This is an optimization exercise on Yosys and OpenROAD, whose aim is small area, a short achievable clock period and few clock cycles per item, not a production implementation.
In this exercise RTL edits were held to simulation tests only and were not proved equivalent to the original.

==> inputs of amber <==
// multi_waveform_sample_generator
module multi_waveform_sample_generator (
  input  logic               clk,
  input  logic               rst_n,
  input  logic               in_valid,
  output logic               in_stall,
  input  logic [31:0]        in_sample_index,
  output logic               out_valid,
  input  logic               out_stall,
  output logic signed [15:0] out_sample_value,
  input  logic               cfg_we,
  input  logic [1:0]         cfg_index,
  input  logic [31:0]        cfg_wdata
);
Settings: LEC_CHECK=0, ABC_CLOCK_PERIOD_IN_PS=4500, CAP_MARGIN=20, CORE_MARGIN=2, CORE_UTILIZATION=55, SETUP_SLACK_MARGIN=5, SLEW_MARGIN=20, SYNTH_MEMORY_MAX_BITS=131072; clock period 10.0 ns.
run.sh (not shown) runs the stock make flow with config.mk's settings and CLKGATE_MAP_FILE= SYNTH_SCRIPT=/design/flow/synth_recipe.tcl, a recipe that flattens the netlist after the stock synthesis.
==> violet: changes against amber <==
--- a/flow/design.v
+++ b/flow/design.v
@@ -5039,28 +5039,26 @@
         mwsg_pkg::REG_PHASE_STEP: step_r   <= cfg_wdata;
         default: ;
       endcase
     end
   end
   logic        eng_start;
   logic        eng_init_r;
   logic        eng_run_r;
-  logic        eng_inc_r;
-  logic        eng_first_r;
   logic [5:0]  eng_cnt_r;
   logic [23:0] eng_rem_r;
   logic        eng_lo_r;
   logic [48:0] mop_r;
   logic [4:0]  l_r;
   logic        pz_r;
   logic        busy;
   assign eng_start = cfg_we && (cfg_index == mwsg_pkg::REG_PERIOD ||
                                 cfg_index == mwsg_pkg::REG_SHAPE);
-  assign busy      = eng_init_r || eng_run_r || eng_inc_r;
+  assign busy      = eng_init_r || eng_run_r;
   logic [23:0] pm1;
   logic [23:0] smear;
   logic [4:0]  bitlen;
   always_comb begin
     pm1   = period_r - 24'd1;
     smear = pm1;
     smear = smear | (smear >> 1);
     smear = smear | (smear >> 2);
@@ -5070,53 +5068,45 @@
     bitlen = '0;
     for (int b = 0; b < 24; b++) if (pm1[b]) bitlen = 5'(b + 1);
   end
   logic [24:0] t;
   logic [25:0] d1;
   logic        qb;
   logic [23:0] r1;
   always_comb begin
-    t  = {eng_rem_r, eng_first_r ? eng_lo_r : 1'b1};
+    t  = {eng_rem_r, eng_lo_r};
     d1 = {1'b0, t} - {2'b00, period_r};
     qb = !d1[25];
     r1 = qb ? d1[23:0] : t[23:0];
   end
   always_ff @(posedge clk) begin
     if (!rst_n) begin
       eng_init_r <= 1'b1;
       eng_run_r  <= 1'b0;
-      eng_inc_r  <= 1'b0;
     end else if (eng_start) begin
       eng_init_r <= 1'b1;
       eng_run_r  <= 1'b0;
-      eng_inc_r  <= 1'b0;
     end else if (eng_init_r) begin
       eng_init_r <= 1'b0;
       eng_run_r  <= 1'b1;
     end else if (eng_run_r) begin
-      if (eng_cnt_r == 6'd48) begin
-        eng_run_r <= 1'b0;
-        eng_inc_r <= 1'b1;
-      end
-    end else if (eng_inc_r) begin
-      eng_inc_r <= 1'b0;
+      if (eng_cnt_r == 6'd48) eng_run_r <= 1'b0;
     end
   end
   always_ff @(posedge clk) begin
     if (eng_init_r) begin
-      eng_rem_r   <= smear >> 1;
-      eng_lo_r    <= smear[0];
-      eng_first_r <= 1'b1;
+      eng_rem_r   <= smear ^ (smear >> 1);   
+      eng_lo_r    <= !smear[0];              
       eng_cnt_r   <= '0;
       l_r         <= bitlen;
       pz_r        <= (period_r == '0);
     end else if (eng_run_r) begin
       eng_rem_r   <= r1;
-      eng_first_r <= 1'b0;
+      eng_lo_r    <= (eng_cnt_r >= 6'd24 && eng_cnt_r <= 6'd47) ? pm1[5'(6'd47 - eng_cnt_r)] : 1'b0;
       eng_cnt_r   <= eng_cnt_r + 6'd1;
     end
   end
   logic is_cos;
   assign is_cos = (shape_r == mwsg_pkg::SHAPE_COSINE);
   logic adv_r;         
   logic in_stall_r;
   logic accept;
@@ -5136,17 +5126,16 @@
   logic               pc5_r;
   logic        hv_r, sv_r;
   logic [15:0] hd_r, sd_r;
   logic [71:0] ra, rb;
   logic [22:0] lo_sum;
   always_ff @(posedge clk) begin
     if (is_cos)         mop_r <= {17'd0, step_r};
     else if (eng_run_r) mop_r <= {mop_r[47:0], qb};
-    else if (eng_inc_r) mop_r <= mop_r + 49'd1;
   end
   logic [16:0] xd_one, xd_two, xd_neg;
   logic [16:0] bd_one_r, bd_two_r, bd_neg_r;
   always_comb begin
     logic [34:0] xe;
     xe = {2'b00, in_sample_index, 1'b0};
     for (int k = 0; k < 17; k++) begin
       xd_one[k] = xe[2*k+1] ^ xe[2*k];
@@ -5201,44 +5190,44 @@
         end
       mwsg_pkg::SHAPE_SAWTOOTH:
         if (!pz_r) op_nxt = $signed({{2{~f[15]}}, f[14:0], 1'b0});
       default: ;
     endcase
   end
   logic [31:0] pa, pb;
   logic [15:0] res;
-  logic [7:0] ad_one_r, ad_two_r, ad_neg_r;
-  always_ff @(posedge clk) begin
+  logic [7:0] ad_one, ad_two, ad_neg;
+  always_comb begin
     logic [16:0] ae;
     ae = {1'b0, amp_r, 1'b0};
     for (int k = 0; k < 8; k++) begin
-      ad_one_r[k] <= ae[2*k+1] ^ ae[2*k];
-      ad_two_r[k] <= (ae[2*k+2] & ~ae[2*k+1] & ~ae[2*k]) | (~ae[2*k+2] & ae[2*k+1] & ae[2*k]);
-      ad_neg_r[k] <= ae[2*k+2];
+      ad_one[k] = ae[2*k+1] ^ ae[2*k];
+      ad_two[k] = (ae[2*k+2] & ~ae[2*k+1] & ~ae[2*k]) | (~ae[2*k+2] & ae[2*k+1] & ae[2*k]);
+      ad_neg[k] = ae[2*k+2];
     end
   end
   mwsg_ampmul u_ampmul (
-    .ad_one (ad_one_r),
-    .ad_two (ad_two_r),
+    .ad_one (ad_one),
+    .ad_two (ad_two),
     .ad_neg (nd4_r),
     .op (op4_r),
     .ra (pa),
     .rb (pb)
   );
   logic [16:0] plo;
   assign plo  = {1'b0, pa[15:0]} + {1'b0, pb[15:0]};
   assign res  = pa5_r + pb5_r + 16'(pc5_r);
   logic push, del;
   logic [1:0] cnt_nxt;
   assign push    = adv_r && v5_r;
   assign del     = hv_r && !out_stall;
   assign cnt_nxt = 2'(hv_r) + 2'(sv_r) + 2'(push) - 2'(del);
   logic busy_nxt, shape_cos_nxt;
-  assign busy_nxt      = eng_start || (busy && !eng_inc_r);
+  assign busy_nxt      = eng_start || eng_init_r || (eng_run_r && eng_cnt_r != 6'd48);
   assign shape_cos_nxt = (cfg_we && cfg_index == mwsg_pkg::REG_SHAPE) ?
                          (cfg_wdata[2:0] == mwsg_pkg::SHAPE_COSINE) : is_cos;
   always_ff @(posedge clk) begin
     if (!rst_n) begin
       adv_r      <= 1'b1;
       in_stall_r <= 1'b1;
       v1_r <= 1'b0; v2_r <= 1'b0; v3_r <= 1'b0; v4_r <= 1'b0; v5_r <= 1'b0;
       hv_r <= 1'b0; sv_r <= 1'b0;
@@ -5267,17 +5256,17 @@
       bd_one_r <= xd_one;
       bd_two_r <= xd_two;
       bd_neg_r <= xd_neg;
       a2_r  <= ra[71:22];
       b2_r  <= rb[71:22];
       c2_r  <= lo_sum[22];
       w3_r  <= win[15:0];
       op4_r <= op_nxt;
-      nd4_r <= ad_neg_r ^ {8{s_nxt}};
+      nd4_r <= ad_neg ^ {8{s_nxt}};
       pa5_r <= pa[31:16];
       pb5_r <= pb[31:16];
       pc5_r <= plo[16];
     end
     if (del) begin
       hd_r <= sv_r ? sd_r : res;
       sd_r <= res;
     end else if (!hv_r) begin
==> flow/flow/run.sh (new file) <==
#!/bin/bash
# The standard layout, with the timing repair aiming at a setup slack of
# 5.5 ns (a 4.5 ns cycle) instead of 0. The make output goes to layout.log.
set -euo pipefail
bash standard.sh finish SETUP_SLACK_MARGIN=5.5 > layout.log 2>&1
==> flow/standard.sh (new file) <==
#!/bin/bash
# synth_recipe.tcl (not shown) runs the flow's synth.tcl, then flattens the netlist and writes it again
# the make line also repeats each setting of config.mk as NAME=value (left out here)
make -C /OpenROAD-flow-scripts/flow DESIGN_CONFIG=/design/flow/config.mk WORK_HOME=/design/flow/orfs CLKGATE_MAP_FILE= SYNTH_SCRIPT=/design/flow/synth_recipe.tcl "${@:-finish}"
Settings changed: ABC_CLOCK_PERIOD_IN_PS 4500 to not set, SETUP_SLACK_MARGIN 5 to not set, TNS_END_PERCENT set to 5.
removed: flow/run.sh
==> impl_metrics.env <==
export IMPL_num_nonclk_inverters=940
export IMPL_nonClkBufAreaFrac=0.07649
export IMPL_die_h_um=350.8
export IMPL_fmax_ghz=0.2108
export IMPL_start_util=0.5530
export IMPL_reg2reg_to="a2_r[29]"
export IMPL_crit_cells=15
export IMPL_dp_hpwl_um=158800
export IMPL_final_area_mm2=0.07454
export IMPL_num_tap_cells=1612
export IMPL_outcome="no timing/DRC/antenna violations"
export IMPL_fin_crit_sh=0.4744
export IMPL_clk_share=0.02447
export IMPL_place_gp_congestion=1.015
Source of the figures above: violet

==> impl_metrics.env <==
export IMPL_final_area_mm2=0.07291
export IMPL_crit_path_max_incr_delay_ps=850
export IMPL_reg2reg_to="w3_r[7]"
export IMPL_place_gp_congestion=0.9962
export IMPL_dp_hpwl_um=169000
export IMPL_fin_crit_sh=0.4948
export IMPL_fmax_ghz=0.2021
export IMPL_drt_pass1_iterations=7
export IMPL_worstSetupEndpointType="flip-flop"
export IMPL_setup_tns_ps=0
export IMPL_outcome="no timing/DRC/antenna violations"
export IMPL_num_nonclk_inverters=938
export IMPL_clk_share=0.02574
export IMPL_nonClkBufAreaFrac=0.03748
Source of the figures above: amber

Testbench counts of amber, summed over its fixed seeds: cycles 33,368, items 32,000.
Testbench counts of violet, summed over its fixed seeds: cycles 33,344, items 32,000.

what the ideal ports hide:
In the flow no input, the clock included, has a driving cell. The finished layouts below were timed again as built, in two steps. Step 1 sets driving cells, clkbuf_16 on the clock port and buf_2 on the other inputs (assumed; they add their load-dependent delay and slew). Step 2 adds t to the input delays and takes it off the output delays; t is the mean of the earliest and latest rising clock arrival at the registers after step 1. Input paths then give back, and output paths get back, about the clock's delay inside the block. Three values: no drivers, after step 1, after step 2; two values: the first two.
run | shift t [ns] | setup slack, ns | pins driven straight from the clock port
amber | 0.744 | 5.052 / 5.052 / 5.052 | 1
violet | 0.746 | 5.256 / 5.256 / 5.256 | 1
After both steps setup and hold are still met in every run listed.
